Source: an optimization exercise on an open RTL-to-GDS flow (aim: small area, a short achievable clock period and few clock cycles). Production flows keep margins and buffers that such runs may drop.
In this exercise RTL edits were held to simulation tests only and were not proved equivalent to the original.
No activity file was given, so power comes from the tool's default toggle rates.

## flow/design.v

```verilog
`default_nettype none
package cnn_cfg_pkg;
	localparam int lanes      = 4;   
	localparam int lane_w     = 2;   
	localparam int data_w     = 8;   
	localparam int acc_w      = 20;  
	localparam int fm_depth   = 16;  
	localparam int fm_addr_w  = 4;
	localparam int bank_depth = 16;  
	localparam int wt_depth   = 48;  
	localparam int wt_addr_w  = 6;
	localparam int layer_count = 3;
	localparam int layer_w     = 2;  
	localparam logic [1:0] op_mac_relu = 2'd0;  
	localparam logic [1:0] op_mac      = 2'd1;  
	localparam logic [1:0] op_max      = 2'd2;  
	localparam int cfg_w = 8;
	function automatic logic [cfg_w-1:0] layer_table(input logic [layer_w-1:0] n);
		case (n)
			2'd0:    layer_table = {op_mac_relu, 4'd8,  2'd0};  
			2'd1:    layer_table = {op_mac,      4'd15, 2'd1};  
			default: layer_table = {op_max,      4'd8,  2'd2};  
		endcase
	endfunction
endpackage
`default_nettype wire
`default_nettype none
module booth_enc (
	input  wire [7:0]  y,
	output wire [15:0] d  
);
	wire [8:0] yb = {y, 1'b0};
	genvar i;
	generate
		for (i = 0; i < 4; i = i + 1) begin : g_d
			wire b0 = yb[2*i];
			wire b1 = yb[2*i+1];
			wire b2 = yb[2*i+2];
			assign d[4*i+0] = ~b2 & (b1 ^ b0);
			assign d[4*i+1] = ~b2 & b1 & b0;
			assign d[4*i+2] = b2 & (b1 ^ b0);
			assign d[4*i+3] = b2 & ~b1 & ~b0;
		end
	endgenerate
endmodule
module bmul (
	input  wire [8:0]  x,
	input  wire [8:0]  xn,
	input  wire [15:0] d,
	output wire [15:0] p
);
	wire [9:0] xp1 = {x[8], x};
	wire [9:0] xp2 = {x, 1'b0};
	wire [9:0] xm1 = {xn[8], xn};
	wire [9:0] xm2 = {xn, 1'b0};
	wire [9:0] pp [0:3];
	genvar i;
	generate
		for (i = 0; i < 4; i = i + 1) begin : g_pp
			assign pp[i] = ({10{d[4*i+0]}} & xp1) | ({10{d[4*i+1]}} & xp2)
				| ({10{d[4*i+2]}} & xm1) | ({10{d[4*i+3]}} & xm2);
		end
	endgenerate
	wire [15:0] r0 = {4'd0, ~pp[0][9], pp[0][9], pp[0][9], pp[0][8:0]};
	wire [15:0] r1 = {3'd0, 1'b1, ~pp[1][9], pp[1][8:0], 2'd0};
	wire [15:0] r2 = {1'd0, 1'b1, ~pp[2][9], pp[2][8:0], 4'd0};
	wire [15:0] r3 = {~pp[3][9], pp[3][8:0], 6'd0};
	wire [15:0] s1 = r0 ^ r1 ^ r2;
	wire [15:0] c1 = ((r0 & r1) | (r0 & r2) | (r1 & r2)) << 1;
	wire [15:0] s2 = s1 ^ c1 ^ r3;
	wire [15:0] c2 = ((s1 & c1) | (s1 & r3) | (c1 & r3)) << 1;
	assign p = s2 + c2;
endmodule
module mac_lane #(
	parameter int lane_index = 0
) (
	input  wire        clk,
	input  wire        rst,       
	input  wire        wt_we,
	input  wire [1:0]  wt_lane,
	input  wire [5:0]  wt_addr,
	input  wire [7:0]  wt_data,
	input  wire [3:0]  idx,       
	input  wire        ymax,      
	input  wire [8:0]  x0,
	input  wire [8:0]  xn0,
	input  wire [8:0]  x1,
	input  wire [8:0]  xn1,
	input  wire        v0,        
	input  wire        v1,
	input  wire        vmx,       
	input  wire        first,
	output wire [19:0] s0,
	output wire [19:0] s1,
	output wire [15:0] mx,
	output wire [19:0] s0n,       
	output wire [15:0] mxn        
);
	reg [7:0] w0 [0:8];
	reg [7:0] w1 [0:15];
	reg [7:0] w2 [0:8];
	wire wsel = wt_we && (wt_lane == lane_index);
	always @(posedge clk) begin
		if (wsel && (wt_addr[5:4] == 2'd0) && (wt_addr[3:0] < 4'd9))
			w0[wt_addr[3:0]] <= wt_data;
		if (wsel && (wt_addr[5:4] == 2'd1))
			w1[wt_addr[3:0]] <= wt_data;
		if (wsel && (wt_addr[5:4] == 2'd2) && (wt_addr[3:0] < 4'd9))
			w2[wt_addr[3:0]] <= wt_data;
	end
	wire [7:0]  y0 = ymax ? w2[idx[2:0]] : w0[idx];
	wire [7:0]  y1 = ymax ? w2[8] : w1[idx];
	wire [15:0] d0;
	wire [15:0] d1;
	reg  [15:0] d0_q;
	reg  [15:0] d1_q;
	booth_enc i_e0 (.y(y0), .d(d0));
	booth_enc i_e1 (.y(y1), .d(d1));
	always @(posedge clk) begin
		d0_q <= d0;
		d1_q <= d1;
	end
	wire [15:0] p0;
	wire [15:0] p1;
	reg  [15:0] p0_q;
	reg  [15:0] p1_q;
	bmul i_m0 (.x(x0), .xn(xn0), .d(d0_q), .p(p0));
	bmul i_m1 (.x(x1), .xn(xn1), .d(d1_q), .p(p1));
	always @(posedge clk) begin
		p0_q <= p0;
		p1_q <= p1;
	end
	reg  [19:0] s0_q;
	reg  [19:0] s1_q;
	reg  [15:0] mx_q;
	wire [19:0] p0e   = {{4{p0_q[15]}}, p0_q};
	wire [19:0] p1e   = {{4{p1_q[15]}}, p1_q};
	wire [15:0] cmp_b = first ? p1_q : mx_q;
	wire [16:0] diff  = {cmp_b[15], cmp_b} - {p0_q[15], p0_q};  
	wire [15:0] mx_n  = diff[16] ? p0_q : cmp_b;
	wire [19:0] s0_n  = s0_q + p0e;
	always @(posedge clk) begin
		if (rst) begin
			s0_q <= 20'd0;
			s1_q <= 20'd0;
		end else begin
			if (v0)
				s0_q <= s0_n;
			if (v1)
				s1_q <= s1_q + p1e;
		end
		if (vmx)
			mx_q <= mx_n;
	end
	assign s0  = s0_q;
	assign s1  = s1_q;
	assign mx  = mx_q;
	assign s0n = v0 ? s0_n : s0_q;
	assign mxn = vmx ? mx_n : mx_q;
endmodule
`default_nettype wire
`default_nettype none
module cnn_engine (
	input  wire        clk,
	input  wire        reset,
	input  wire        start,
	input  wire [12:0] fm_wr,
	input  wire [16:0] wt_wr,
	output wire [24:0] res,
	output wire        busy,
	output wire        done
);
	reg        fw_q;
	reg [3:0]  fa_q;
	reg [7:0]  fd_q;
	reg        ww_q;
	reg [1:0]  wl_q;
	reg [5:0]  wa_q;
	reg [7:0]  wd_q;
	reg        rst_q;
	always @(posedge clk) begin
		fw_q  <= fm_wr[12];
		fa_q  <= fm_wr[11:8];
		fd_q  <= fm_wr[7:0];
		ww_q  <= wt_wr[16];
		wl_q  <= wt_wr[15:14];
		wa_q  <= wt_wr[13:8];
		wd_q  <= wt_wr[7:0];
		rst_q <= reset;
	end
	reg [127:0] fm;
	integer k;
	always @(posedge clk) begin
		for (k = 0; k < 16; k = k + 1)
			if (fw_q && (fa_q == k))
				fm[8*k +: 8] <= fd_q;
	end
	reg        sv;       
	reg [3:0]  cnt;      
	reg        busy_q;
	reg        mphase;   
	reg        mdone;    
	reg        out_act;
	reg        ostart;   
	reg [3:0]  oc;       
	reg        done_q;
	reg        res_v;
	reg [3:0]  res_ll;   
	reg [19:0] res_val;
	wire sum_wt  = ww_q && (((wa_q[5:4] == 2'd0) && (wa_q[3:0] < 4'd9)) || (wa_q[5:4] == 2'd1));
	wire restart = rst_q || sum_wt;
	wire accept  = start && !busy_q && !reset;
	wire incl      = sv || (fa_q < cnt);  
	wire iss_delta = !restart && fw_q && incl;
	wire iss_rec   = !restart && !fw_q && !sv;
	wire iss_max   = !restart && !fw_q && sv && busy_q && !mdone;
	reg [3:0] cnt_n;
	always @(*) begin
		cnt_n = cnt;
		if (restart)
			cnt_n = 4'd0;
		else if (iss_rec || iss_max)
			cnt_n = cnt + 4'd1;
		else if (accept && sv)
			cnt_n = 4'd0;
	end
	wire sv_n   = restart ? 1'b0 : ((iss_rec && (cnt == 4'd15)) ? 1'b1 : sv);
	wire busy_n = reset ? 1'b0 : (accept ? 1'b1 : (done_q ? 1'b0 : busy_q));
	reg ymax;
	always @(posedge clk) begin
		cnt  <= cnt_n;
		sv   <= sv_n;
		ymax <= !fm_wr[12] && sv_n && busy_n;
	end
	always @(posedge clk) begin
		if (reset || accept) begin
			mphase <= 1'b0;
			mdone  <= 1'b0;
		end else if (iss_max) begin
			mphase <= 1'b1;
			if (cnt == 4'd7)
				mdone <= 1'b1;
		end
	end
	wire [3:0] idx_n = fm_wr[12] ? fm_wr[11:8] : cnt_n;
	reg  [3:0] idx_q;
	reg  [7:0] f_q;  
	always @(posedge clk) begin
		idx_q <= idx_n;
		f_q   <= (fw_q && (fa_q == idx_n)) ? fd_q : fm[8*idx_n +: 8];
	end
	wire [8:0] fr9 = {f_q[7], f_q};
	wire [8:0] fd9 = {fd_q[7], fd_q};
	wire [8:0] f89 = {fm[71], fm[71:64]};
	wire [8:0] x0_n  = fw_q ? (fd9 - fr9) : fr9;
	wire [8:0] xn0_n = fw_q ? (fr9 - fd9) : (9'd0 - fr9);
	wire [8:0] x1_n  = ymax ? f89 : x0_n;
	wire [8:0] xn1_n = ymax ? (9'd0 - f89) : xn0_n;
	reg [8:0] x0_q, xn0_q, x1_q, xn1_q;
	reg       t1_v0, t1_v1, t1_mx, t1_first;
	reg       t2_v0, t2_v1, t2_mx, t2_first;
	always @(posedge clk) begin
		x0_q  <= x0_n;
		xn0_q <= xn0_n;
		x1_q  <= x1_n;
		xn1_q <= xn1_n;
		t1_first <= (cnt == 4'd0);
		t2_first <= t1_first;
		if (restart) begin
			t1_v0 <= 1'b0;
			t1_v1 <= 1'b0;
			t1_mx <= 1'b0;
			t2_v0 <= 1'b0;
			t2_v1 <= 1'b0;
			t2_mx <= 1'b0;
		end else begin
			t1_v0 <= (iss_delta && (fa_q < 4'd9)) || (iss_rec && (cnt < 4'd9));
			t1_v1 <= iss_delta || iss_rec;
			t1_mx <= iss_max;
			t2_v0 <= t1_v0;
			t2_v1 <= t1_v1;
			t2_mx <= t1_mx;
		end
	end
	wire [19:0] s0 [0:3];
	wire [19:0] s1 [0:3];
	wire [15:0] mx [0:3];
	wire [19:0] s0n [0:3];
	wire [15:0] mxn [0:3];
	genvar g;
	generate
		for (g = 0; g < 4; g = g + 1) begin : g_lane
			mac_lane #(
				.lane_index (g)
			) i_mac_lane (
				.clk     (clk),
				.rst     (restart),
				.wt_we   (ww_q),
				.wt_lane (wl_q),
				.wt_addr (wa_q),
				.wt_data (wd_q),
				.idx     (idx_q),
				.ymax    (ymax),
				.x0      (x0_q),
				.xn0     (xn0_q),
				.x1      (x1_q),
				.xn1     (xn1_q),
				.v0      (t2_v0),
				.v1      (t2_v1),
				.vmx     (t2_mx),
				.first   (t2_first),
				.s0      (s0[g]),
				.s1      (s1[g]),
				.mx      (mx[g]),
				.s0n     (s0n[g]),
				.mxn     (mxn[g])
			);
		end
	endgenerate
	wire sums_ready = sv && !fw_q && !t1_v0 && !t1_v1 && !restart;
	wire go         = busy_q && !ostart && sums_ready && mphase;
	wire [19:0] s0n0 = s0n[0];
	wire [15:0] mxn0 = mxn[0];
	reg [19:0] sel_val;
	always @(*) begin
		case (oc[3:2])
			2'd0:    sel_val = s0[oc[1:0]][19] ? 20'd0 : s0[oc[1:0]];
			2'd1:    sel_val = s1[oc[1:0]];
			default: sel_val = (oc[1:0] == 2'd0) ? {{4{mxn0[15]}}, mxn0}
				: {{4{mx[oc[1:0]][15]}}, mx[oc[1:0]]};
		endcase
	end
	always @(posedge clk) begin
		if (reset) begin
			busy_q  <= 1'b0;
			out_act <= 1'b0;
			done_q  <= 1'b0;
			res_v   <= 1'b0;
			oc      <= 4'd0;
			ostart  <= 1'b0;
		end else begin
			if (accept)
				ostart <= 1'b0;
			else if (go)
				ostart <= 1'b1;
			if (accept)
				busy_q <= 1'b1;
			else if (done_q)
				busy_q <= 1'b0;
			done_q <= out_act && (oc == 4'd11);
			res_v  <= go || out_act;
			if (go) begin
				out_act <= 1'b1;
				oc      <= 4'd1;
			end else if (out_act) begin
				oc <= oc + 4'd1;
				if (oc == 4'd11)
					out_act <= 1'b0;
			end
		end
	end
	always @(posedge clk) begin
		if (go) begin
			res_ll  <= 4'd0;
			res_val <= s0n0[19] ? 20'd0 : s0n0;
		end else begin
			res_ll  <= oc;
			res_val <= sel_val;
		end
	end
	assign res  = {res_v, res_ll, res_val};
	assign busy = busy_q;
	assign done = done_q;
endmodule
`default_nettype wire
```

## flow/run.sh

```bash
#!/bin/bash
# synth_recipe.tcl (not shown) runs the flow's synth.tcl, then flattens the netlist and writes it again
# the make line also repeats each setting of config.mk as NAME=value (left out here)
make -C /OpenROAD-flow-scripts/flow DESIGN_CONFIG=/design/flow/config.mk WORK_HOME=/design/flow/orfs CLKGATE_MAP_FILE= SYNTH_SCRIPT=/design/flow/synth_recipe.tcl finish
```

## flow/config.mk

```make
export PLATFORM = sky130hd
export DESIGN_NAME = cnn_engine
export DESIGN_NICKNAME = cnn_engine
export VERILOG_FILES = /design/flow/design.v
export SDC_FILE = /design/flow/constraint.sdc
export NUM_CORES = 4
export LEC_CHECK = 0
export CAP_MARGIN = 40
export CORE_MARGIN = 2
export CORE_UTILIZATION = 60
export SLEW_MARGIN = 20
```

## flow/constraint.sdc

```tcl
create_clock -name core_clock -period 10.0 [get_ports {clk}]
set_input_delay 2.0000 -clock core_clock [delete_from_list [all_inputs] [get_ports {clk}]]
set_output_delay 2.0000 -clock core_clock [all_outputs]
set_load 0.01 [all_outputs]
```

==> reports/metrics.csv, run 1 <==
stage,metric,value,unit
synth,ys_async_sr_fraction,0,
finish,multi_input_comb_area,37100,um2
global_routing,grt_max_degree,131,
drt,num_vias,57000,
clocking,worstSkewPairLatency,820,ps
timing,rsz0062_at_grt,false,
finish,register_area,49000,um2
synth,synth_area_per_cell,13.0,um2
clocking,cts_hold_buf,0,
timing,final_hold_viol_count,0,
floorplanning,io_pins,60,
synth,ys_warn_count,6,
floorplanning,start_util,0.604,
floorplanning,num_rows,141,
outcome,status,timing/DRC/antenna clean,
placed_design,place_hpwl,158000,um
setup_path,crit_arrival,5490,ps
floorplanning,fp.dieW,390,um
setup_path,cp.required,10680,ps
setup_path,startpoint_type,input port,
clocking,post_cts_buffers,0,
drt,viasPerCell,6.39,
setup_path,worstPathMaxFanout,34,
drt,routed_wirelength,230000,um
clocking,cts-root-buf,clkbuf_16,
synth,netlist_area,89300,um2
timing,fin_skew,76.7,ps
finish,final_area,97900,um2
setup_path,worstSetupPathType,in -> reg,
clocking,cts_num_sinks,1814,
timing,slew_headroom,0.230,
global_routing,gr-total-overflow,0,
setup_path,cp_slowest_cell,clkdlybuf4s50_1,
timing,finalSetupTns,0,ps
drt,postRouteAntennaNets,0,
timing,slew_violations,0,
drt,drtIter0Drc,6207,
placed_design,port_buffers,59,
floorplanning,dieArea,152000,um2
synth,syn_inst,6882,
pwr,power.leakage,0.0355,uW
clocking,clock_path_buffers,3,
pwr,power.density,265,nW/um2
clocking,cts_tree,done,
drt,drcViolationCount,0,
timing,finalCritPeriodShare,0.481,
global_routing,grt_pass1_vias,54300,
placed_design,place_area,91600,um2
timing,worst_slew_pin_slew,1150,ps
global_routing,grt_usage,0.302,
synth,syn_nets,7428,
timing,finalSetupViolations,0,
finish,diodes,0,
timing,finalCriticalPeriod,4810,ps
clocking,cts_made_buffers,181,
floorplanning,die_h,390,um
clocking,htreeDepth,4,
synth,synth_edf_count,1264,
pwr,design_power_total,25900,uW
job,cap_viol_max_count,0,
drt,post_drt_wl_per_cell,25.9,um
setup_path,crit_chain,clkdlybuf4s50_1 > nand4bb_1 > nand2_1 > nor2_1 > a21oi_2 > o31ai_4 > buf_4 > mux4_2 > a22o_1 > a221oi_1 > mux2i_1,
placed_design,gp_congestion,0.955,
finish,syn2layout_area_growth,9.60,%
floorplanning,core_area,148000,um2
clocking,clkTransAtPathRegs,60,ps
hold_path,hp-class,reg -> reg,
global_routing,antenna_found_initial,5,
synth,yosys_most_used_dff,edfxtp_1,
setup_path,endpoint_kind,flip-flop,
finish,fill_cells,11000,
global_routing,grt_pass1_wl,345000,um
synth,synth.ff_latch_count,1814,
finish,nets,7379,
synth,ys_seq_area_frac,0.548,
finish,drive_above_1_share,0.133,
clocking,cts_resized,0,
timing,max_clock_freq,208,MHz
setup_path,max_stage_delay,890,ps
pwr,peakVddDrop,0.179,mV
synth,synthDistinctLibCells,92,
drt,first_pass_iters,9,
## synthesized netlist by cell type (77+ instances only)
library cell,number,area [um2]
a22oi_1,157,1180
fa_1,146,2920
a21oi_1,227,1140
mux2_2,136,1530
a22o_1,127,1110
a221oi_1,149,1310
inv_1,398,1490
o21ai_0,245,1230
a222oi_1,104,1040
nand2_1,372,1400
mux4_2,313,7050
clkbuf_1,321,1200
nor2_1,584,2190
ha_1,367,4590
dfxtp_1,550,11000
mux2i_1,187,1870
o21a_1,77,578
xnor2_1,165,1450
nor2b_1,98,613
edfxtp_1,1264,38000
## flip-flops by register name, summed over array words and instances, names as in the netlist, 6 cells and up, named ones only
register,flops
wa_q,6
g_lane.i_mac_lane.s0_q,80
res_val,20
g_lane.i_mac_lane.d0_q,60
g_lane.i_mac_lane.w1,512
g_lane.i_mac_lane.p0_q,64
g_lane.i_mac_lane.d1_q,60
wd_q,8
g_lane.i_mac_lane.w2,288
x0_q,8
g_lane.i_mac_lane.w0,288
fm,128
g_lane.i_mac_lane.mx_q,64
x1_q,8
g_lane.i_mac_lane.s1_q,80
f_q,8
xn1_q,9
fd_q,8
g_lane.i_mac_lane.p1_q,64
xn0_q,9
## layer usage
layer / track usage / up-vias / wire length (um)
li1: - / 26000 / -
met1: 0.429 / 28300 / 96300
met2: 0.469 / 2294 / 106000
met3: 0.0391 / 402 / 16100
met4: 0.140 / 4 / 11700
met5: 0 / - / 34
## final timing paths
kind / start / slack (ps) / to / depth (start not counted)
setup / recovery: reset / 5190 / f_q[5] / 11
setup reg to reg: xn1_q[0] / 5630 / g_lane[3].i_mac_lane.p1_q[14] / 17
hold reg to reg: t1_first / 380 / t2_first / 0
hold / removal: t1_first / 380 / t2_first / 0
## final cells by class
| type | instances | share of cell area |
|---|---|---|
| Sequential cell | 1814 | 0.501 |
| Multi-Input combinational cell | 4221 | 0.379 |
| Clock buffer | 246 | 0.0506 |
| Tap cell | 1930 | 0.0247 |
| Timing Repair Buffer | 216 | 0.0202 |
| Inverter | 399 | 0.0153 |
| Clock inverter | 85 | 0.00983 |
## placed cells by master (no fill, tap or decap), types with 23 or more instances in the layout
cell / synthesis / routed
inv_1: 398 / 398
a21o_1: 71 / 71
xnor2_1: 165 / 165
mux2i_1: 187 / 187
a211oi_1: 66 / 66
edfxtp_1: 1264 / 1264
buf_4: 19 / 134
nand3_1: 67 / 67
a221oi_1: 149 / 149
a22o_1: 127 / 127
mux2_2: 136 / 136
a21boi_0: 35 / 35
xor2_1: 52 / 52
dfxtp_1: 550 / 533
mux4_2: 313 / 313
o21ai_0: 245 / 245
nor2_1: 584 / 584
clkinv_1: 1 / 23
nand4_1: 23 / 23
o211ai_1: 28 / 28
a222oi_1: 104 / 104
and3_1: 25 / 25
a22oi_1: 157 / 157
a21oi_1: 227 / 227
and2_1: 28 / 28
nor2b_1: 98 / 98
clkinv_2: 0 / 32
nand2_1: 372 / 372
ha_1: 367 / 364
nand2b_1: 38 / 38
nor3_1: 68 / 66
clkbuf_1: 321 / 49
clkbuf_16: 0 / 184
o21a_1: 77 / 77
clkdlybuf4s50_1: 0 / 59
fa_1: 146 / 146
## stage by stage
stage	hold WS (ps)	setup slack (ps)	std cells	utilization
finish	383	5190	8911	0.662
global route	411	4960	8911	0.662
CTS	387	5240	8864	0.659
detailed placement	376	4380	8533	0.619
global placement	372	4360	8514	0.618
floorplan	310	5840	6882	-
## cell families after synthesis
group | count (synthesis) | synth area share
XOR/XNOR | 217 | 0.0213
adder cells (fa/ha/maj) | 513 | 0.0841
multiplexers | 655 | 0.122
AO/OA/AOI/OAI | 1452 | 0.118
flip-flops | 1814 | 0.548
AND/OR/NAND/NOR | 1384 | 0.0695
buffers and inverters | 847 | 0.0374
## report_power, final
| part | switching (uW) | internal [uW] |
|---|---|---|
| registers | 947 | 8670 |
| clock network | 2890 | 3790 |
| logic | 5480 | 4160 |
## critical path, delay by kind of cell
kind	cells	cell delay (ps)
AND/OR/NAND/NOR	3	580
AO/OA/AOI/OAI	4	770
multiplexers	2	690
buffers and inverters	2	1410
Testbench counts, summed over its fixed seeds: cycles 2,976.
==> run 2, diff against run 1 <==
==> flow/flow/run.sh (new file) <==
#!/bin/bash
set -o pipefail
cp standard.sh standard_sh_copy.txt
sed -i '/SETUP_SLACK_MARGIN/d' config.mk
echo "export SETUP_SLACK_MARGIN = 6.2" >> config.mk
cp config.mk config_used.txt
bash standard.sh > standard.log 2>&1
==> flow/standard.sh (new file) <==
#!/bin/bash
# synth_recipe.tcl (not shown) runs the flow's synth.tcl, then flattens the netlist and writes it again
# the make line also repeats each setting of config.mk as NAME=value (left out here)
make -C /OpenROAD-flow-scripts/flow DESIGN_CONFIG=/design/flow/config.mk WORK_HOME=/design/flow/orfs CLKGATE_MAP_FILE= SYNTH_SCRIPT=/design/flow/synth_recipe.tcl "${@:-finish}"
--- a/flow/config.mk
+++ b/flow/config.mk
@@ -11 +11,2 @@
 export SLEW_MARGIN = 20
+export SETUP_SLACK_MARGIN = 6.2
removed: flow/run.sh
==> run 2 against run 1 <==
Effect of this change: synthesized area stayed put; power grew 5.8%; via count up 2.3%; clock skew fell by 18 ps; fmax grew 27%; global-route usage rose by 0.62 points; combinational power increased by 13%; die area unchanged; hold slack got worse by 9.7 ps; critical endpoint is now g_lane[3].i_mac_lane.p1_q[15]; largest cell class unchanged; highest routed layer unchanged.
==> reports/metrics.csv, run 2 <==
stage,metric,value,unit,change
outcome,status,timing/DRC/antenna clean,,
hold_path,min_from,t1_first,,
floorplanning,die_h,390,um,unchanged
clocking,cts_made_buffers,184,,+1.7%
timing,finalCritPeriodShare,0.378,,-0.103
synth,syn_nets,7428,,unchanged
floorplanning,fp.dieW,390,um,unchanged
setup_path,cpMostUsedCell,fa_1,,
setup_path,cp_slowest_cell,fa_1,,
floorplanning,num_rows,141,,unchanged
synth,synth_top_family_by_area,multiplexers,,
clocking,htreeDepth,4,,unchanged
clocking,cts_tree,done,,
clocking,cts_hold_buf,0,,unchanged
synth,synth.ff_latch_count,1814,,unchanged
finish,largest_reg_flops,512,,unchanged
setup_path,startpoint_type,flip-flop,,
global_routing,antenna_found_initial,9,,+4
synth,ys_warn_count,6,,unchanged
clocking,clock_path_buffers,3,,unchanged
setup_path,endpoint_kind,flip-flop,,
global_routing,grt_max_degree,116,,-11%
setup_path,crit_chain,buf_8 > a22o_1 > a221oi_2 > fa_1 > inv_2 > fa_1 > ha_4 > a21oi_4 > o21ai_2 > a21oi_2 > nor2b_2 > o2111ai_2 > nand3_1 > o41a_1 > xor2_2,,
drt,num_vias,58300,,+2.3%
global_routing,gr-total-overflow,0,,unchanged
synth,synth_top_cells_by_area,"edfxtp_1 42%, dfxtp_1 12%, mux4_2 7.9%",,
drt,drtIter0Drc,6570,,+5.8%
setup_path,rr_startpoint,x1_q[1],,
hold_path,hp-class,reg -> reg,,
clocking,cts_num_sinks,1814,,unchanged
drt,first_pass_iters,10,,+1
timing,finalCriticalPeriod,3780,ps,-1030 ps
drt,viasPerCell,6.46,,+1.1%
placed_design,gp_congestion,0.972,,+1.8%
setup_path,crit_arrival,4460,ps,-1030 ps
drt,post_drt_wl_per_cell,26.7,um,+3.2%
synth,ys_async_sr_fraction,0,,unchanged
finish,syn2layout_area_growth,12.5,%,
placed_design,port_buffers,59,,unchanged
global_routing,grt_usage,0.308,,+0.00616
timing,final_hold_viol_count,0,,unchanged
finish,final_core_util,0.680,,+0.0178
synth,yosys-top-cells-count,"1264 x edfxtp_1, 584 x nor2_1, 550 x dfxtp_1",,
floorplanning,dieArea,152000,um2,unchanged
floorplanning,core_area,148000,um2,unchanged
setup_path,max_stage_delay,470,ps,-420 ps
global_routing,grt_pass1_vias,55400,,+2.1%
setup_path,reg2regPathDepth,15,,-2
synth,synthMostInstantiatedCell,edfxtp_1,,
finish,instances_no_fill,9021,,+1.2%
finish,drive_above_1_share,0.174,,+0.0413
setup_path,worstPathMaxFanout,28,,-18%
timing,holdWs,374,ps,-9.70 ps
synth,syn_inst,6882,,unchanged
timing,finalSetupViolations,0,,unchanged
synth,synth_area_per_cell,13.0,um2,unchanged
synth,yosys.area.top_type,edfxtp_1,,
synth,synth_compound_area_frac,0.118,,unchanged
drt,postRouteAntennaNets,0,,unchanged
pwr,power.density,273,nW/um2,+3.0%
finish,nets,7476,,+1.3%
synth,yosys.area_share.adder,0.0841,,unchanged
hold_path,holdPathStages,0,,unchanged
timing,slew_headroom,0.223,,-0.00687
timing,slew_violations,0,,unchanged
timing,fin_skew,59.0,ps,-17.7 ps
synth,synthMuxAreaShare,0.122,,unchanged
drt,routed_wirelength,241000,um,+4.4%
synth,synth-xor-area-share,0.0213,,unchanged
setup_path,worstReg2RegEnd,g_lane[3].i_mac_lane.p1_q[15],,
pwr,design_power_total,27400,uW,+5.8%
timing,worst_slew_pin_slew,1160,ps,+10.3 ps
clocking,clkTransAtPathRegs,60,ps,about the same
pwr,power.leakage,0.0366,uW,+3.0%
hold_path,holdPathEnd,t2_first,,
synth,synth_top_area_share,0.425,,unchanged
timing,finalSetupTns,0,ps,unchanged
placed_design,dp.cells,8547,,+0.16%
setup_path,ff2ff_setup_slack,6220,ps,+590 ps
global_routing,grt_pass1_wl,352000,um,+2.0%
placed_design,place_hpwl,159000,um,+0.69%
finish,layout_common_cells,"1264 x edfxtp_1, 582 x nor2_1, 493 x dfxtp_1",,
synth,ys_seq_area_frac,0.548,,unchanged
clocking,cts-root-buf,clkbuf_16,,
synth,synth_edf_count,1264,,unchanged
setup_path,worstSetupPathType,reg -> reg,,
job,cap_viol_max_count,0,,unchanged
timing,rsz0062_at_grt,true,,
finish,final_common_cell,edfxtp_1,,
drt,drcViolationCount,0,,unchanged
floorplanning,start_util,0.604,,unchanged
synth,netlist_area,89300,um2,unchanged
synth,synthSimpleGateAreaFrac,0.0695,,unchanged
floorplanning,io_pins,60,,unchanged
timing,max_clock_freq,264,MHz,+27%
setup_path,cp.required,10670,ps,about the same
clocking,worstSkewPairLatency,830,ps,about the same
pwr,peakVddDrop,0.215,mV,+20%
synth,yosys_most_used_dff,edfxtp_1,,
synth,synthDistinctLibCells,92,,unchanged
==> run 2: cell type report <==
class                           instances  area, um2
Fill cell                           10600      47300
Tap cell                             1930       2410
Antenna cell                            3       7.51
Multi-Input combinational cell       4222      38100
Clock buffer                          243       5030
Clock inverter                        101        970
Timing Repair Buffer                  309       3420
Sequential cell                      1814      49100
Inverter                              399       1500
==> run 2: stage by stage <==
step,setup WS [ps],instance area (um2)
after floorplan,5870,89400
after global placement,4700,91400
after detailed placement,4710,91800
after CTS,6200,98800
after global routing,6040,101000
final,6220,101000
==> run 2: power by group <==
part	internal (uW)	switching, uW	total [uW]
clock network	3850	2930	6780
logic	4960	5980	10900
registers	8680	1040	9720
==> run 2: metal layers <==
metal	vias to the layer above	GRT usage	routed length (um)
li1	26200	-	-
met3	488	0.0437	17400
met4	8	0.146	12900
met2	2496	0.482	112000
met1	29100	0.431	98600
met5	-	0	41
==> run 2: worst max path at each step <==
stage                 start                             to  slack, ps  depth (start not counted)
detailed placement    reset                         f_q[0]       4710                         12
CTS                 x1_q[4]  g_lane[1].i_mac_lane.p1_q[14]       6200                         16
global placement      reset                         f_q[7]       4700                         12
floorplan             reset                         f_q[0]       5870                         10
finish              x1_q[1]  g_lane[3].i_mac_lane.p1_q[15]       6220                         15
global route        x1_q[2]  g_lane[0].i_mac_lane.p1_q[15]       6040                         16
==> run 2: timing repair <==
item,in CTS,in global routing
resized for setup,163,217
setup endpoints to repair,169,98
cloned,5,11
setup buffers,25,41
pin swaps,38,116
==> run 2: critical path, delay by kind of cell, from the launching register on <==
family / cells / cell delay, ps
compound gates: 7 / 1440
buf+inv: 2 / 250
flops: 1 / 320
xor+xnor: 1 / 200
simple gates: 2 / 200
fa+ha+maj: 3 / 1220
==> run 2: cells by family after synthesis <==
logic type,count (synthesis)
AOI/OAI and AO/OA,1452
and+or+nand+nor,1384
DFF,1814
muxes,655
buffers and inverters,847
adders and majority gates,513
xor gates and xnor gates,217
==> run 3, diff against run 2 <==
--- a/flow/design.v
+++ b/flow/design.v
@@ -132,7 +132,7 @@
 	end
-	reg  [19:0] s0_q;
+	reg  [18:0] s0_q;
 	reg  [19:0] s1_q;
 	reg  [15:0] mx_q;
-	wire [19:0] p0e   = {{4{p0_q[15]}}, p0_q};
-	wire [19:0] p1e   = {{4{p1_q[15]}}, p1_q};
+	wire [18:0] p0e   = v0 ? {{3{p0_q[15]}}, p0_q} : 19'd0;
+	wire [19:0] p1e   = v1 ? {{4{p1_q[15]}}, p1_q} : 20'd0;
 	wire [15:0] cmp_b = first ? p1_q : mx_q;
@@ -140,12 +140,10 @@
 	wire [15:0] mx_n  = diff[16] ? p0_q : cmp_b;
-	wire [19:0] s0_n  = s0_q + p0e;
+	wire [18:0] s0_n  = s0_q + p0e;
 	always @(posedge clk) begin
 		if (rst) begin
-			s0_q <= 20'd0;
+			s0_q <= 19'd0;
 			s1_q <= 20'd0;
 		end else begin
-			if (v0)
-				s0_q <= s0_n;
-			if (v1)
-				s1_q <= s1_q + p1e;
+			s0_q <= s0_n;
+			s1_q <= s1_q + p1e;
 		end
@@ -154,6 +152,6 @@
 	end
-	assign s0  = s0_q;
+	assign s0  = {s0_q[18], s0_q};
 	assign s1  = s1_q;
 	assign mx  = mx_q;
-	assign s0n = v0 ? s0_n : s0_q;
+	assign s0n = {s0_n[18], s0_n};
 	assign mxn = vmx ? mx_n : mx_q;
@@ -175,6 +173,3 @@
 	reg [7:0]  fd_q;
-	reg        ww_q;
-	reg [1:0]  wl_q;
-	reg [5:0]  wa_q;
-	reg [7:0]  wd_q;
+	reg        sum_wt_q;  
 	reg        rst_q;
@@ -184,6 +179,4 @@
 		fd_q  <= fm_wr[7:0];
-		ww_q  <= wt_wr[16];
-		wl_q  <= wt_wr[15:14];
-		wa_q  <= wt_wr[13:8];
-		wd_q  <= wt_wr[7:0];
+		sum_wt_q <= wt_wr[16] && (((wt_wr[13:12] == 2'd0) && (wt_wr[11:8] < 4'd9))
+			|| (wt_wr[13:12] == 2'd1));
 		rst_q <= reset;
@@ -209,4 +202,3 @@
 	reg [19:0] res_val;
-	wire sum_wt  = ww_q && (((wa_q[5:4] == 2'd0) && (wa_q[3:0] < 4'd9)) || (wa_q[5:4] == 2'd1));
-	wire restart = rst_q || sum_wt;
+	wire restart = rst_q || sum_wt_q;
 	wire accept  = start && !busy_q && !reset;
@@ -297,6 +289,6 @@
 				.rst     (restart),
-				.wt_we   (ww_q),
-				.wt_lane (wl_q),
-				.wt_addr (wa_q),
-				.wt_data (wd_q),
+				.wt_we   (wt_wr[16]),
+				.wt_lane (wt_wr[15:14]),
+				.wt_addr (wt_wr[13:8]),
+				.wt_data (wt_wr[7:0]),
 				.idx     (idx_q),
--- a/flow/config.mk
+++ b/flow/config.mk
@@ -10,2 +10,4 @@
 export CORE_UTILIZATION = 60
+export CTS_CLUSTER_DIAMETER = 80
+export CTS_CLUSTER_SIZE = 20
 export SLEW_MARGIN = 20
==> run 3 against run 2 <==
Effect of this change: largest power group is now sequential cells; sequential cell count is 20 lower; power is 15% lower; critical endpoint is now g_lane[3].i_mac_lane.w1[12][3]; wire length is 2.7% lower; synthesized area is 2.1% lower.
==> reports/metrics.csv, run 3 <==
stage,metric,value,unit,change
finish,register_area,48600,um2,-0.94%
synth,yosys-top-cells-count,"1264 x edfxtp_1, 530 x dfxtp_1, 506 x nor2_1",,
synth,netlist_area,87500,um2,-2.1%
placed_design,gp_congestion,0.903,,-7.1%
floorplanning,start_util,0.602,,-0.00198
finish,nets,7088,,-5.2%
global_routing,grt_pass1_wl,338000,um,-4.0%
hold_path,hp-class,reg -> reg,,
global_routing,grt_pass1_vias,51600,,-6.9%
pwr,power.leakage,0.0350,uW,-4.2%
synth,synth_top_area_share,0.434,,+0.00910
clocking,clkTransAtPathRegs,80,ps,+20 ps
global_routing,grt_usage,0.304,,-0.00404
finish,multi_input_comb_area,38100,um2,about the same
synth,synthDistinctLibCells,88,,-4.3%
placed_design,dp.cells,8245,,-3.5%
synth,synth_edf_count,1264,,unchanged
floorplanning,core_area,145000,um2,-1.8%
finish,fill_cells,10400,,-1.6%
timing,finalSetupViolations,0,,unchanged
timing,slew_headroom,0.338,,+0.114
pwr,power.density,240,nW/um2,-12%
global_routing,grt_max_degree,89,,-23%
timing,rsz0062_at_grt,true,,
clocking,cts_hold_buf,0,,unchanged
timing,max_clock_freq,258,MHz,-2.3%
global_routing,gr-total-overflow,0,,unchanged
setup_path,endpoint_kind,flip-flop,,
clocking,htreeDepth,3,,-1
floorplanning,io_pins,60,,unchanged
drt,drcViolationCount,0,,unchanged
setup_path,crit_arrival,4280,ps,-180 ps
floorplanning,num_rows,140,,-0.71%
clocking,cts_num_sinks,1794,,-1.1%
finish,instances_no_fill,8562,,-5.1%
synth,synth.ff_latch_count,1794,,-1.1%
synth,syn_inst,6608,,-4.0%
timing,finalSetupTns,0,ps,unchanged
clocking,clock_path_buffers,3,,unchanged
pwr,peakVddDrop,0.208,mV,-3.2%
drt,first_pass_iters,12,,+2
synth,ys_warn_count,6,,unchanged
setup_path,worstPathMaxFanout,8,,-71%
synth,ys_async_sr_fraction,0,,unchanged
synth,syn_nets,7150,,-3.7%
synth,yosys_most_used_dff,edfxtp_1,,
drt,postRouteAntennaNets,0,,unchanged
floorplanning,die_h,386,um,-1.0%
timing,holdWs,369,ps,-4.51 ps
drt,routed_wirelength,234000,um,-2.7%
clocking,cts_made_buffers,109,,-41%
clocking,cts-root-buf,clkbuf_16,,
finish,final_common_cell,edfxtp_1,,
finish,syn2layout_area_growth,11.1,%,
finish,layout_common_cells,"1264 x edfxtp_1, 506 x dfxtp_1, 395 x nor2_1",,
timing,finalCriticalPeriod,3870,ps,+88.3 ps
outcome,status,timing/DRC/antenna clean,,
finish,largest_reg_flops,512,,unchanged
drt,num_vias,55000,,-5.6%
setup_path,startpoint_type,input port,,
synth,synth_area_per_cell,13.2,um2,+2.0%
floorplanning,fp.dieW,386,um,-1.0%
placed_design,port_buffers,59,,unchanged
timing,final_hold_viol_count,0,,unchanged
setup_path,worstSetupPathType,in -> reg,,
job,cap_viol_max_count,0,,unchanged
floorplanning,dieArea,149000,um2,-2.1%
placed_design,place_hpwl,155000,um,-2.6%
global_routing,antenna_found_initial,11,,+2
clocking,cts_tree,done,,
drt,drtIter0Drc,6612,,+0.64%
synth,ys_seq_area_frac,0.555,,+0.00717
timing,finalCritPeriodShare,0.387,,+0.00883
synth,yosys.area.top_type,edfxtp_1,,
finish,drive_above_1_share,0.180,,+0.00607
setup_path,cp.required,10400,ps,-270 ps
timing,worst_slew_pin_slew,989,ps,-176 ps
drt,post_drt_wl_per_cell,27.3,um,+2.5%
timing,slew_violations,0,,unchanged
synth,synth_top_cells_by_area,"edfxtp_1 43%, dfxtp_1 12%, mux4_2 7.7%",,
drt,viasPerCell,6.43,,-0.57%
synth,synthMostInstantiatedCell,edfxtp_1,,
timing,fin_skew,66.1,ps,+7.13 ps
clocking,worstSkewPairLatency,780,ps,-50 ps
-- run 3: cell count changes after synthesis, moves of 32 or more --
cell,before,now
nor2_1,584,506
nand2_1,372,294
o21ai_0,245,165
and2_1,28,180
inv_1,398,345
o21bai_1,13,45
mux2i_1,187,121
-- run 3: routing by layer --
metal	up-vias	GRT usage	wire length (um)
li1	24800	-	-
met1	27400	0.450	99600
met2	2405	0.466	107000
met3	398	0.0340	16100
met4	0	0.118	11100
met5	-	0.000975	0
-- run 3: where the power goes --
group	total (uW)	switching [uW]	internal [uW]
logic	9270	5000	4270
clock network	4720	2540	2180
registers	9350	811	8530
total	23300	8350	15000
-- run 3: per-stage QoR --
step	utilization	instance area [um2]	total power (uW)	setup slack (ps)
after floorplan	-	87600	14700	5940
after CTS	0.651	94500	22300	5960
after global placement	0.616	89500	16900	4690
after detailed placement	0.618	89800	17100	4630
final	0.669	97200	23300	6130
after global routing	0.669	97200	24500	6020
-- run 3: cell families (layout without fill, tap and decap cells) --
family | Yosys count | in the layout | synth area share
simple gates | 1351 | 1352 | 0.0726
mux | 593 | 593 | 0.115
fa+ha+maj | 509 | 509 | 0.0853
flops | 1794 | 1794 | 0.555
compound gates | 1333 | 1333 | 0.112
other cells | 0 | 2 | 0
xor+xnor | 241 | 241 | 0.0241
buf+inv | 787 | 821 | 0.0357
-- run 3: final timing paths --
check,depth (start not counted),startpoint,endpoint,slack (ps)
worst max-delay path,4,wt_wr[9],g_lane[3].i_mac_lane.w1[12][3],6130
worst min-delay path,0,t1_first,t2_first,370
worst max register to register,17,xn1_q[1],g_lane[0].i_mac_lane.p1_q[15],6170
worst min register to register,0,t1_first,t2_first,370
-- run 3: worst max-delay path, stage by stage --
cell,delay [ps]
clkdlybuf4s50_1,590
nor2_1,340
nand3_1,670
nor2_2,660
-- run 3: repair_timing --
action | in CTS | in global routing
gates resized for setup | 236 | 349
pin swaps | 39 | 167
endpoints found under the setup margin | 847 | 977
gates cloned | 3 | 16
setup buffers | 17 | 57
hold endpoints to repair | 0 | 0
-- run 3: layout make-up --
cell class,instances,area share
Antenna cell,2,0.0000515
Clock buffer,181,0.0319
Clock inverter,27,0.00364
Inverter,346,0.0134
Multi-Input combinational cell,4028,0.392
Sequential cell,1794,0.501
Tap cell,1917,0.0247
Timing Repair Buffer,267,0.0335
Testbench counts of run 3, summed over its fixed seeds: cycles 2,976.
==> run 4, diff against run 3 <==
==> flow/flow/run.sh (replaced) <==
#!/bin/bash
set -o pipefail
cp standard.sh standard_sh_copy.txt
sed -i '/SETUP_SLACK_MARGIN/d; /BUFFER_PORTS_ARGS/d' config.mk
echo "export SETUP_SLACK_MARGIN = 6.4" >> config.mk
echo "export BUFFER_PORTS_ARGS = -buffer_cell sky130_fd_sc_hd__buf_4" >> config.mk
cp config.mk config_used.txt
bash standard.sh > standard.log 2>&1
--- a/flow/config.mk
+++ b/flow/config.mk
@@ -10,5 +10,4 @@
 export CORE_UTILIZATION = 60
-export CTS_CLUSTER_DIAMETER = 80
-export CTS_CLUSTER_SIZE = 20
 export SLEW_MARGIN = 20
-export SETUP_SLACK_MARGIN = 6.2
+export SETUP_SLACK_MARGIN = 6.4
+export BUFFER_PORTS_ARGS = -buffer_cell sky130_fd_sc_hd__buf_4
==> run 4 against run 3 <==
Effect of this change: clock power increased by 42%; via count increased by 2.5%; cell area increased by 3.8%; die area unchanged; power increased by 13%; combinational power increased by 11%; sequential power increased by 0.6%; non-clock buffer count increased by 94; fmax increased by 2.7%; hold slack got worse by 19 ps; wire length increased by 1.8%; clock-buffer cell count increased by 55; critical endpoint is now g_lane[1].i_mac_lane.p1_q[15]; largest power group is now combinational logic.
==> reports/metrics.csv, run 4 <==
stage,metric,value,unit,change
outcome,status,timing/DRC/antenna clean,,
synth,ys_warn_count,6,,unchanged
hold_path,holdPathStages,0,,unchanged
synth,syn_nets,7150,,unchanged
finish,drive_above_1_share,0.215,,+0.0348
finish,nets,7254,,+2.3%
global_routing,grt_pass1_vias,53300,,+3.3%
setup_path,endpoint_kind,flip-flop,,
timing,max_clock_freq,265,MHz,+2.7%
synth,yosys_most_used_dff,edfxtp_1,,
clocking,htreeDepth,4,,+1
timing,finalCriticalPeriod,3770,ps,-103 ps
synth,yosys.area.top_type,edfxtp_1,,
job,cap_viol_max_count,0,,unchanged
drt,post_drt_wl_per_cell,27.1,um,-0.83%
finish,final_common_cell,edfxtp_1,,
synth,synth_edf_count,1264,,unchanged
floorplanning,fp.dieW,386,um,unchanged
clocking,clkTransAtPathRegs,60,ps,-20 ps
synth,ys_seq_area_frac,0.555,,unchanged
drt,postRouteAntennaNets,0,,unchanged
pwr,peakVddDrop,0.218,mV,+5.2%
setup_path,cp.required,10660,ps,+260 ps
setup_path,startpoint_type,flip-flop,,
drt,routed_wirelength,238000,um,+1.8%
timing,finalSetupViolations,0,,unchanged
global_routing,grt_usage,0.307,,+0.00211
pwr,power.leakage,0.0371,uW,+5.7%
pwr,design_power_total,26400,uW,+13%
clocking,cts_tree,done,,
finish,fill_cells,9993,,-4.1%
clocking,cts-root-buf,clkbuf_16,,
placed_design,port_buffers,59,,unchanged
floorplanning,io_pins,60,,unchanged
global_routing,antenna_found_initial,12,,+1
synth,ys_async_sr_fraction,0,,unchanged
synth,netlist_area,87500,um2,unchanged
placed_design,pre_cts_slack,5180,ps,+557 ps
drt,drtIter0Drc,6214,,-6.0%
finish,syn2layout_area_growth,15.3,%,
clocking,clock_path_buffers,3,,unchanged
floorplanning,num_rows,140,,unchanged
synth,synthDistinctLibCells,88,,unchanged
floorplanning,core_area,145000,um2,unchanged
floorplanning,start_util,0.602,,unchanged
drt,drcViolationCount,0,,unchanged
timing,rsz0062_at_grt,true,,
finish,layout_common_cells,"1264 x edfxtp_1, 501 x dfxtp_1, 421 x nor2_1",,
global_routing,grt_max_degree,90,,+1.1%
timing,slew_headroom,0.397,,+0.0599
timing,fin_skew,76.8,ps,+10.7 ps
synth,synth_area_per_cell,13.2,um2,unchanged
synth,syn_inst,6608,,unchanged
placed_design,gp_congestion,0.913,,+1.1%
hold_path,hp-class,reg -> reg,,
floorplanning,dieArea,149000,um2,unchanged
synth,yosys-top-cells-count,"1264 x edfxtp_1, 530 x dfxtp_1, 506 x nor2_1",,
global_routing,gr-total-overflow,0,,unchanged
synth,synth.ff_latch_count,1794,,unchanged
pwr,power.density,262,nW/um2,+8.9%
synth,synthMostInstantiatedCell,edfxtp_1,,
timing,final_hold_viol_count,0,,unchanged
timing,worst_slew_pin_slew,904,ps,-85.5 ps
drt,num_vias,56400,,+2.5%
synth,synth_top_cells_by_area,"edfxtp_1 43%, dfxtp_1 12%, mux4_2 7.7%",,
clocking,worstSkewPairLatency,830,ps,+50 ps
drt,first_pass_iters,12,,unchanged
placed_design,place_hpwl,153000,um,-1.7%
synth,synth_top_area_share,0.434,,unchanged
setup_path,reg2regPathDepth,16,,-1
timing,slew_violations,0,,unchanged
setup_path,worstSetupPathType,reg -> reg,,
drt,viasPerCell,6.41,,-0.20%
setup_path,crit_arrival,4420,ps,+140 ps
clocking,cts_num_sinks,1794,,unchanged
floorplanning,die_h,386,um,unchanged
finish,largest_reg_flops,512,,unchanged
global_routing,grt_pass1_wl,341000,um,+0.83%
setup_path,worstPathMaxFanout,14,,+6
timing,finalSetupTns,0,ps,unchanged
timing,setup_ws,6230,ps,+103 ps
timing,finalCritPeriodShare,0.377,,-0.0103
clocking,cts_made_buffers,182,,+67%
[run 4: path summary, 6_finish.rpt]
path,start,end,slack (ps)
setup / recovery,x1_q[2],g_lane[1].i_mac_lane.p1_q[15],6230
hold / removal,t1_first,t2_first,350
setup reg to reg,x1_q[2],g_lane[1].i_mac_lane.p1_q[15],6230
hold reg to reg,t1_first,t2_first,350
[run 4: where the power goes]
part	internal (uW)	leakage (uW)	total, uW	switching [uW]
combinational	4990	0.0184	10300	5280
clock	3750	0.00289	6700	2950
sequential	8550	0.0158	9410	864
[run 4: cell type report]
type	count	area, um2	share of cell area
flip-flops and latches	1794	48700	0.483
multi-input cells	4027	38400	0.380
clock buffers	236	4970	0.0493
repair buffers	361	4140	0.0411
well taps	1917	2400	0.0238
inverters	346	1300	0.0129
clock inverters	106	976	0.00968
diodes	6	15.0	0.000149
[run 4: routing by layer]
metal	GRT usage	part of all wire	wire (um)	vias to the layer above
li1	-	-	-	25200
met1	0.434	0.41	97600	28000
met3	0.0479	0.079	18800	564
met4	0.136	0.054	13000	6
met5	0	0.00017	41	-
met2	0.472	0.46	109000	2610
[run 4: repair_timing]
action / in CTS / in global routing
buffers inserted: 40 / 114
pin swaps: 83 / 184
gates resized for setup: 186 / 250
hold buffers: 0 / 0
endpoints found under the setup margin: 191 / 302
gates cloned: 10 / 19
[run 4: metrics by stage]
stage | std cells | hold slack, ps | util | instance area [um2]
6_report | 8793 | 350 | 0.694 | 101000
5_1_grt | 8787 | 358 | 0.694 | 101000
4_1_cts | 8641 | 364 | 0.675 | 98000
3_5_place_dp | 8249 | 359 | 0.623 | 90500
3_3_place_gp | 8223 | 356 | 0.620 | 90100
2_1_floorplan | 6608 | 310 | - | 88500
[run 4: cells by family (layout without fill, tap and decap cells)]
kind of cell / after synthesis / in the layout / share of synthesized area
xor gates and xnor gates: 241 / 241 / 0.0241
muxes: 593 / 593 / 0.115
buffers and inverters: 787 / 1049 / 0.0357
AOI/OAI and AO/OA: 1333 / 1333 / 0.112
DFF: 1794 / 1794 / 0.555
and+or+nand+nor: 1351 / 1351 / 0.0726
other: 0 / 6 / 0
adders and majority gates: 509 / 509 / 0.0853
[run 4: critical path, stage by stage, from the launching register on]
cell,delay (ps)
dfxtp_4,370
buf_12,160
a22o_1,260
a221oi_2,210
fa_1,460
inv_2,80
ha_4,200
ha_1,290
a21o_1,190
a21oi_4,160
o21bai_1,110
a21oi_2,190
nor2b_2,70
o2111ai_2,210
nand3_2,120
o41ai_2,260
xor2_1,270
==> run 5, diff against run 4 <==
--- a/flow/flow/run.sh
+++ b/flow/flow/run.sh
@@ -4,3 +4,3 @@
 sed -i '/SETUP_SLACK_MARGIN/d; /BUFFER_PORTS_ARGS/d' config.mk
-echo "export SETUP_SLACK_MARGIN = 6.4" >> config.mk
+echo "export SETUP_SLACK_MARGIN = 6.3" >> config.mk
 echo "export BUFFER_PORTS_ARGS = -buffer_cell sky130_fd_sc_hd__buf_4" >> config.mk
--- a/flow/config.mk
+++ b/flow/config.mk
@@ -10,4 +10,6 @@
 export CORE_UTILIZATION = 60
+export CTS_CLUSTER_DIAMETER = 80
+export CTS_CLUSTER_SIZE = 20
 export SLEW_MARGIN = 20
-export SETUP_SLACK_MARGIN = 6.4
+export SETUP_SLACK_MARGIN = 6.3
 export BUFFER_PORTS_ARGS = -buffer_cell sky130_fd_sc_hd__buf_4
==> run 5 against run 4 <==
Effect of this change: fmax shrank 0.51%; power fell by 12%; combinational power is 11% lower; worst setup slack got worse by 19 ps; core utilization down 3.1 points; register-to-register slack worse by 20 ps; cell area down 4.5%; final cell count shrank 2.8%; synthesized area unchanged; largest cell class unchanged; largest power group is now sequential cells.
==> reports/metrics.csv, run 5 <==
stage,metric,value,unit,change
floorplanning,dieArea,149000,um2,unchanged
finish,fill_cells,10700,,+6.8%
drt,routed_wirelength,231000,um,-3.1%
finish,layout_common_cells,"1264 x edfxtp_1, 491 x dfxtp_1, 431 x nor2_1",,
synth,netlist_area,87500,um2,unchanged
pwr,p_sw,8270,uW,-9.1%
clocking,clkTransAtPathRegs,90,ps,+30 ps
setup_path,max_stage_delay,480,ps,+20 ps
synth,synth_top_area_share,0.434,,unchanged
timing,slew_headroom,0.372,,-0.0259
global_routing,grt_max_degree,82,,-8.9%
setup_path,cp.required,10650,ps,about the same
drt,first_pass_iters,8,,-4
synth,synth_edf_count,1264,,unchanged
drt,postRouteAntennaNets,0,,unchanged
clocking,cts_made_buffers,109,,-40%
timing,finalCriticalPeriod,3790,ps,+19.4 ps
finish,drive_above_1_share,0.183,,-0.0314
synth,synthMostInstantiatedCell,edfxtp_1,,
timing,finalSetupTns,0,ps,unchanged
hold_path,holdPathEnd,t2_first,,
synth,ys_warn_count,6,,unchanged
global_routing,gr-total-overflow,0,,unchanged
drt,viasPerCell,6.44,,+0.35%
clocking,cts-root-buf,clkbuf_16,,
synth,ys_seq_area_frac,0.555,,unchanged
timing,worst_slew_pin_slew,933,ps,+29.0 ps
drt,post_drt_wl_per_cell,27.0,um,-0.34%
pwr,peakVddDrop,0.205,mV,-6.3%
setup_path,endpoint_kind,flip-flop,,
job,cap_viol_max_count,0,,unchanged
setup_path,crit_arrival,4430,ps,about the same
placed_design,port_buffers,59,,unchanged
floorplanning,num_rows,140,,unchanged
global_routing,antenna_found_initial,4,,-8
pwr,pwr-share-comb,0.395,,+0.006
synth,yosys.area.top_type,edfxtp_1,,
outcome,status,timing/DRC/antenna clean,,
setup_path,cp_slowest_cell,fa_1,,
drt,drcViolationCount,0,,unchanged
setup_path,path_delay_family,compound AO/OA/AOI/OAI gates,,
finish,final_area,96300,um2,-4.5%
pwr,power.density,241,nW/um2,-8.0%
global_routing,grt_usage,0.304,,-0.00280
placed_design,gp_congestion,0.887,,-2.9%
clocking,cts_hold_buf,0,,unchanged
clocking,worstSkewPairLatency,790,ps,-40 ps
floorplanning,die_h,386,um,unchanged
clocking,clock_path_buffers,3,,unchanged
synth,ys_async_sr_fraction,0,,unchanged
finish,syn2layout_area_growth,10.1,%,
clocking,cts_num_sinks,1794,,unchanged
placed_design,pre_cts_slack,5190,ps,+7.23 ps
drt,num_vias,55000,,-2.4%
setup_path,worstReg2RegEnd,g_lane[1].i_mac_lane.p0_q[14],,
setup_path,worstPathMaxFanout,32,,+18
floorplanning,start_util,0.602,,unchanged
drt,drtIter0Drc,6328,,+1.8%
synth,synthDistinctLibCells,88,,unchanged
timing,slew_violations,0,,unchanged
timing,finalCritPeriodShare,0.379,,+0.00194
pwr,p_int,14900,uW,-14%
setup_path,reg2regPathDepth,16,,unchanged
pwr,power.leakage,0.0350,uW,-5.5%
synth,synth_top_cells_by_area,"edfxtp_1 43%, dfxtp_1 12%, mux4_2 7.7%",,
placed_design,place_area,89800,um2,-0.67%
floorplanning,core_area,145000,um2,unchanged
global_routing,grt_pass1_wl,338000,um,-0.83%
clocking,htreeDepth,3,,-1
placed_design,dp.cells,8253,,+0.048%
timing,final_hold_viol_count,0,,unchanged
hold_path,hp-class,reg -> reg,,
synth,synth_area_per_cell,13.2,um2,unchanged
timing,finalSetupViolations,0,,unchanged
global_routing,grt_pass1_vias,52400,,-1.6%
timing,max_clock_freq,264,MHz,-0.51%
synth,syn_inst,6608,,unchanged
clocking,cts_tree,done,,
hold_path,holdPathStages,0,,unchanged
finish,final_common_cell,edfxtp_1,,
timing,rsz0062_at_grt,true,,
finish,nets,7107,,-2.0%
timing,fin_skew,68.0,ps,-8.79 ps
finish,largest_reg_flops,512,,unchanged
setup_path,rr_startpoint,xn0_q[3],,
setup_path,ff2ff_setup_slack,6210,ps,-20 ps
pwr,p_clk_frac,0.199,,-0.055
timing,holdWs,369,ps,+19.3 ps
setup_path,startpoint_type,flip-flop,,
setup_path,cp_num_buf_inv,2,,unchanged
synth,yosys-top-cells-count,"1264 x edfxtp_1, 530 x dfxtp_1, 506 x nor2_1",,
floorplanning,io_pins,60,,unchanged
pwr,p_seq_frac,0.405,,+0.048
setup_path,crit_chain,buf_6 > a222oi_1 > fa_1 > inv_1 > ha_1 > ha_2 > fa_2 > a21o_1 > a21oi_2 > o21bai_1 > a21oi_2 > o21bai_1 > a21oi_2 > o21bai_1 > a21oi_1 > xnor2_1,,
synth,syn_nets,7150,,unchanged
pwr,switching_share,0.357,,+0.0119
hold_path,min_from,t1_first,,
floorplanning,fp.dieW,386,um,unchanged
synth,synth.ff_latch_count,1794,,unchanged
placed_design,place_hpwl,153000,um,+0.60%
synth,yosys_most_used_dff,edfxtp_1,,
timing,setup_ws,6210,ps,-19.4 ps
setup_path,worstSetupPathType,reg -> reg,,
finish,instances_no_fill,8550,,-2.8%
[run 5: changes by cell type in the layout (fill, tap and decap cells not counted), moves of 17 or more]
cell	before	now
clkinv_2	39	4
nor2_4	70	20
mux2_2	90	121
buf_4	243	198
mux2_4	45	14
nor2_2	15	55
buf_12	44	27
clkinv_1	35	1
ha_1	311	331
clkbuf_16	204	121
ha_4	46	27
[run 5: metal layers]
metal,vias up,track usage,share of wire
li1,24800,-,-
met1,27500,0.432,0.42
met2,2297,0.476,0.46
met3,431,0.0364,0.065
met4,0,0.132,0.054
met5,-,0,0
[run 5: worst reg2reg max path, stage by stage (launching register included)]
cell and delay [ps]:
dfxtp_1 320, buf_6 210, a222oi_1 440, fa_1 480
inv_1 70, ha_1 230, ha_2 190, fa_2 350
a21o_1 200, a21oi_2 170, o21bai_1 100, a21oi_2 180
o21bai_1 110, a21oi_2 160, o21bai_1 90, a21oi_1 190
xnor2_1 200
[run 5: cells by family after synthesis]
kind of cell,synth area share
buffers and inverters,0.0357
adder cells (fa/ha/maj),0.0853
flip-flops,0.555
AND/OR/NAND/NOR,0.0726
AO/OA/AOI/OAI,0.112
XOR/XNOR,0.0241
multiplexers,0.115
[run 5: what timing repair did]
action                     CTS  global route
pin swaps                   68           118
setup endpoints to repair  218           338
resized for setup          193           160
setup buffers               31            52
cloned                       6            13
[run 5: metrics by stage]
step | utilization | total power (uW)
finish | 0.663 | 23200
global route | 0.663 | 24400
CTS | 0.651 | 22300
detailed placement | 0.619 | 17000
global placement | 0.617 | 16900
floorplan | - | 14700
[run 5: how the worst max path moves through the flow]
stage	from	endpoint	cells after the start
finish	xn0_q[3]	g_lane[1].i_mac_lane.p0_q[14]	16
global route	x1_q[1]	g_lane[1].i_mac_lane.p1_q[15]	15
CTS	x1_q[1]	g_lane[1].i_mac_lane.p1_q[15]	15
detailed placement	reset	f_q[5]	10
global placement	reset	f_q[2]	10
floorplan	reset	f_q[3]	10
[run 5: cell type report]
cell class | instances | area [um2] | share of cell area
Sequential cell | 1794 | 48700 | 0.505
Multi-Input combinational cell | 4027 | 37400 | 0.389
Timing Repair Buffer | 287 | 3160 | 0.0328
Clock buffer | 146 | 2900 | 0.0301
Tap cell | 1917 | 2400 | 0.0249
Inverter | 346 | 1300 | 0.0135
Clock inverter | 29 | 420 | 0.00437
Antenna cell | 4 | 10.0 | 0.000104
[run 5: power groups by stage]
stage               combinational, uW  sequential [uW]  clock [uW]
global placement                 7420             9500           0
finish                           9160             9400        4610
global route                    10000             9390        4950
floorplan                        5890             8850           0
CTS                              8290             9340        4700
detailed placement               7540             9500           0
==> run 6, diff against run 5 <==
--- a/flow/flow/run.sh
+++ b/flow/flow/run.sh
@@ -4,3 +4,3 @@
 sed -i '/SETUP_SLACK_MARGIN/d; /BUFFER_PORTS_ARGS/d' config.mk
-echo "export SETUP_SLACK_MARGIN = 6.3" >> config.mk
+echo "export SETUP_SLACK_MARGIN = 6.15" >> config.mk
 echo "export BUFFER_PORTS_ARGS = -buffer_cell sky130_fd_sc_hd__buf_4" >> config.mk
--- a/flow/config.mk
+++ b/flow/config.mk
@@ -13,3 +13,3 @@
 export SLEW_MARGIN = 20
-export SETUP_SLACK_MARGIN = 6.3
+export SETUP_SLACK_MARGIN = 6.15
 export BUFFER_PORTS_ARGS = -buffer_cell sky130_fd_sc_hd__buf_4
==> run 6 against run 5 <==
Effect of this change: synthesized cell count unchanged; sequential share of layout area increased by 0.69 points; cell area decreased by 1.4%; hold slack improved by 4.9 ps; largest power group unchanged; critical endpoint is now f_q[3]; largest cell class unchanged; die area unchanged; clock-buffer cell count increased by 4.
==> reports/metrics.csv, run 6 <==
stage,metric,value,unit,change
finish,final_common_cell,edfxtp_1,,
timing,rsz0062_at_grt,true,,
synth,yosys-top-cells-count,"1264 x edfxtp_1, 530 x dfxtp_1, 506 x nor2_1",,
setup_path,ff2ff_setup_slack,6260,ps,+50 ps
drt,postRouteAntennaNets,0,,unchanged
drt,routed_wirelength,229000,um,-1.1%
drt,drtIter0Drc,6031,,-4.7%
synth,ys_async_sr_fraction,0,,unchanged
floorplanning,fp.dieW,386,um,unchanged
clocking,clkTransAtPathRegs,80,ps,about the same
finish,syn2layout_area_growth,8.53,%,
synth,syn_nets,7150,,unchanged
timing,final_hold_viol_count,0,,unchanged
timing,finalSetupTns,0,ps,unchanged
job,cap_viol_max_count,0,,unchanged
synth,ys_seq_area_frac,0.555,,unchanged
clocking,clock_path_buffers,3,,unchanged
synth,synth.ff_latch_count,1794,,unchanged
timing,finalSetupViolations,0,,unchanged
outcome,status,timing/DRC/antenna clean,,
pwr,p_int,14600,uW,-2.0%
synth,synth_top_cells_by_area,"edfxtp_1 43%, dfxtp_1 12%, mux4_2 7.7%",,
pwr,p_seq_frac,0.414,,+0.009
synth,ys_warn_count,6,,unchanged
global_routing,grt_max_degree,111,,+35%
global_routing,grt_usage,0.302,,-0.00207
finish,final_area,94900,um2,-1.4%
setup_path,worstSetupPathType,in -> reg,,
global_routing,gr-total-overflow,0,,unchanged
synth,yosys.area.top_type,edfxtp_1,,
drt,post_drt_wl_per_cell,26.9,um,-0.40%
setup_path,rr_startpoint,g_lane[0].i_mac_lane.d0_q[4],,
finish,drive_above_1_share,0.156,,-0.0270
synth,netlist_area,87500,um2,unchanged
clocking,cts_num_sinks,1794,,unchanged
timing,finalCritPeriodShare,0.379,,about the same
placed_design,port_buffers,59,,unchanged
timing,max_clock_freq,264,MHz,about the same
floorplanning,io_pins,60,,unchanged
timing,finalCriticalPeriod,3790,ps,+0.240 ps
global_routing,grt_pass1_wl,336000,um,-0.51%
drt,num_vias,54500,,-0.90%
placed_design,place_hpwl,154000,um,+0.54%
global_routing,grt_pass1_vias,52100,,-0.55%
placed_design,place_area,89600,um2,-0.22%
floorplanning,num_rows,140,,unchanged
synth,synthDistinctLibCells,88,,unchanged
global_routing,antenna_found_initial,7,,+3
synth,yosys_most_used_dff,edfxtp_1,,
drt,viasPerCell,6.42,,-0.20%
synth,synth_area_per_cell,13.2,um2,unchanged
pwr,p_clk_frac,0.206,,+0.007
finish,largest_reg_flops,512,,unchanged
clocking,htreeDepth,3,,unchanged
clocking,cts_made_buffers,111,,+1.8%
synth,synthMostInstantiatedCell,edfxtp_1,,
setup_path,cp.required,10650,ps,about the same
drt,first_pass_iters,9,,+1
drt,drcViolationCount,0,,unchanged
timing,slew_headroom,0.368,,-0.00310
pwr,p_sw,8050,uW,-2.6%
setup_path,endpoint_kind,flip-flop,,
floorplanning,die_h,386,um,unchanged
synth,synth_top_area_share,0.434,,unchanged
pwr,peakVddDrop,0.220,mV,+7.3%
timing,slew_violations,0,,unchanged
hold_path,hp-class,reg -> reg,,
pwr,power.leakage,0.0346,uW,-1.4%
timing,worst_slew_pin_slew,947,ps,+14.5 ps
finish,fill_cells,10700,,+0.68%
pwr,switching_share,0.355,,-0.00146
clocking,worstSkewPairLatency,790,ps,about the same
pwr,pwr-share-comb,0.380,,-0.015
pwr,power.density,239,nW/um2,-0.84%
setup_path,startpoint_type,input port,,
setup_path,setup.worst_path.start,reset,,
finish,nets,7046,,-0.86%
floorplanning,start_util,0.602,,unchanged
finish,layout_common_cells,"1264 x edfxtp_1, 508 x dfxtp_1, 497 x nor2_1",,
setup_path,worstReg2RegEnd,g_lane[0].i_mac_lane.p0_q[15],,
synth,syn_inst,6608,,unchanged
setup_path,worstSetupEndpoint,f_q[3],,
floorplanning,dieArea,149000,um2,unchanged
floorplanning,core_area,145000,um2,unchanged
setup_path,worstPathMaxFanout,52,,+63%
setup_path,reg2regPathDepth,15,,-1
placed_design,gp_congestion,0.924,,+4.2%
clocking,cts-root-buf,clkbuf_16,,
timing,fin_skew,49.8,ps,-18.3 ps
setup_path,crit_arrival,4440,ps,about the same
synth,synth_edf_count,1264,,unchanged
clocking,cts_tree,done,,
-- run 6: cell type report --
type                            instances  area [um2]  share of cell area
Sequential cell                      1794       48600               0.512
Multi-Input combinational cell       4027       36700               0.387
Clock buffer                          150        2990              0.0315
Timing Repair Buffer                  224        2450              0.0258
Tap cell                             1917        2400              0.0253
Inverter                              346        1300              0.0137
Clock inverter                         30         415             0.00438
Antenna cell                            2        5.00           0.0000527
-- run 6: cell families (layout without fill, tap and decap cells) --
family | Yosys count | after routing | share of synthesized area
flops | 1794 | 1794 | 0.555
simple gates | 1351 | 1351 | 0.0726
compound gates | 1333 | 1333 | 0.112
buf+inv | 787 | 750 | 0.0357
mux | 593 | 593 | 0.115
fa+ha+maj | 509 | 509 | 0.0853
xor+xnor | 241 | 241 | 0.0241
other cells | 0 | 2 | 0
-- run 6: stage by stage --
step | hold WS [ps] | instances | util | total power (uW) | setup WS [ps]
4_1_cts | 381 | 8434 | 0.644 | 22000 | 6150
3_5_place_dp | 368 | 8247 | 0.617 | 17000 | 5230
6_report | 374 | 8490 | 0.654 | 22700 | 6210
3_3_place_gp | 362 | 8225 | 0.615 | 16900 | 5270
2_1_floorplan | 310 | 6608 | - | 14700 | 5940
5_1_grt | 384 | 8488 | 0.654 | 23900 | 5980
-- run 6: worst min path at each step --
| stage | start | end | slack [ps] | cells after the start |
|---|---|---|---|---|
| 2_1_floorplan | t1_first | t2_first | 310 | 0 |
| 3_3_place_gp | t1_first | t2_first | 360 | 0 |
| 3_5_place_dp | t1_first | t2_first | 370 | 0 |
| 4_1_cts | t1_first | t2_first | 380 | 0 |
| 5_1_grt | t1_first | t2_first | 380 | 0 |
| 6_report | t1_first | t2_first | 370 | 0 |
-- run 6: metal layers --
metal | global-route usage | vias up | share of wire | wire [um]
met5 | 0 | - | 0.000053 | 12
met4 | 0.117 | 2 | 0.047 | 10700
met3 | 0.0333 | 375 | 0.062 | 14300
met2 | 0.475 | 2165 | 0.47 | 106000
met1 | 0.434 | 27300 | 0.43 | 97200
li1 | - | 24700 | - | -
-- run 6: what timing repair did --
action                                  4_1_cts  5_1_grt
hold endpoints to repair                      0        0
gates cloned                                  0        8
hold buffers                                  0        0
setup buffers                                 7       32
endpoints found under the setup margin      108      107
gates resized for setup                      91      156
pin swaps                                    24       99
-- run 6: worst max-delay path: stages --
cell       delay (ps)
buf_4             150
nand4bb_4         180
and2_4            170
mux2i_4            80
o31ai_4           290
buf_8             420
mux4_2            560
mux2i_1           270
nand3_1           140
o221a_2           150
-- run 6: power by group through the flow --
stage          registers (uW)  logic, uW  clock network (uW)
2_1_floorplan            8850       5830                   0
3_3_place_gp             9500       7390                   0
3_5_place_dp             9500       7530                   0
4_1_cts                  9330       7910                4770
5_1_grt                  9380       9470                5000
6_report                 9380       8600                4670

==> separate check: timing with driven ports <==
Ports are ideal in the flow. The routed layouts listed here were re-timed in OpenROAD. Step 1 assumes that a clkbuf_16 drives the clock port and a buf_2 every other input. Step 2 adds t to the input delays and takes it off the output delays; t is the mean of the earliest and latest rising clock arrival at the registers after step 1. Input paths then give back, and output paths get back, about the clock's delay inside the block. a / b / c = no drivers / after step 1 / after step 2; a / b = the first two.
run | t (ns) | slack for setup (ns) | worst setup path after step 2
run 1 | 0.865 | 5.190 / 5.240 / 4.374 | input to register
run 2 | 0.880 | 6.217 / 6.147 / 5.478 | input to register
run 3 | 0.824 | 6.129 / 6.171 / 5.364 | input to register
run 4 | 0.876 | 6.232 / 6.232 / 5.681 | input to register
run 5 | 0.830 | 6.213 / 6.213 / 5.497 | input to register
run 6 | 0.840 | 6.212 / 6.257 / 5.424 | input to register
After both steps every run listed still meets setup and hold. For run 1, which loses most, drivers alone change the setup slack by +0.050 ns; drivers and shift together by -0.816 ns.
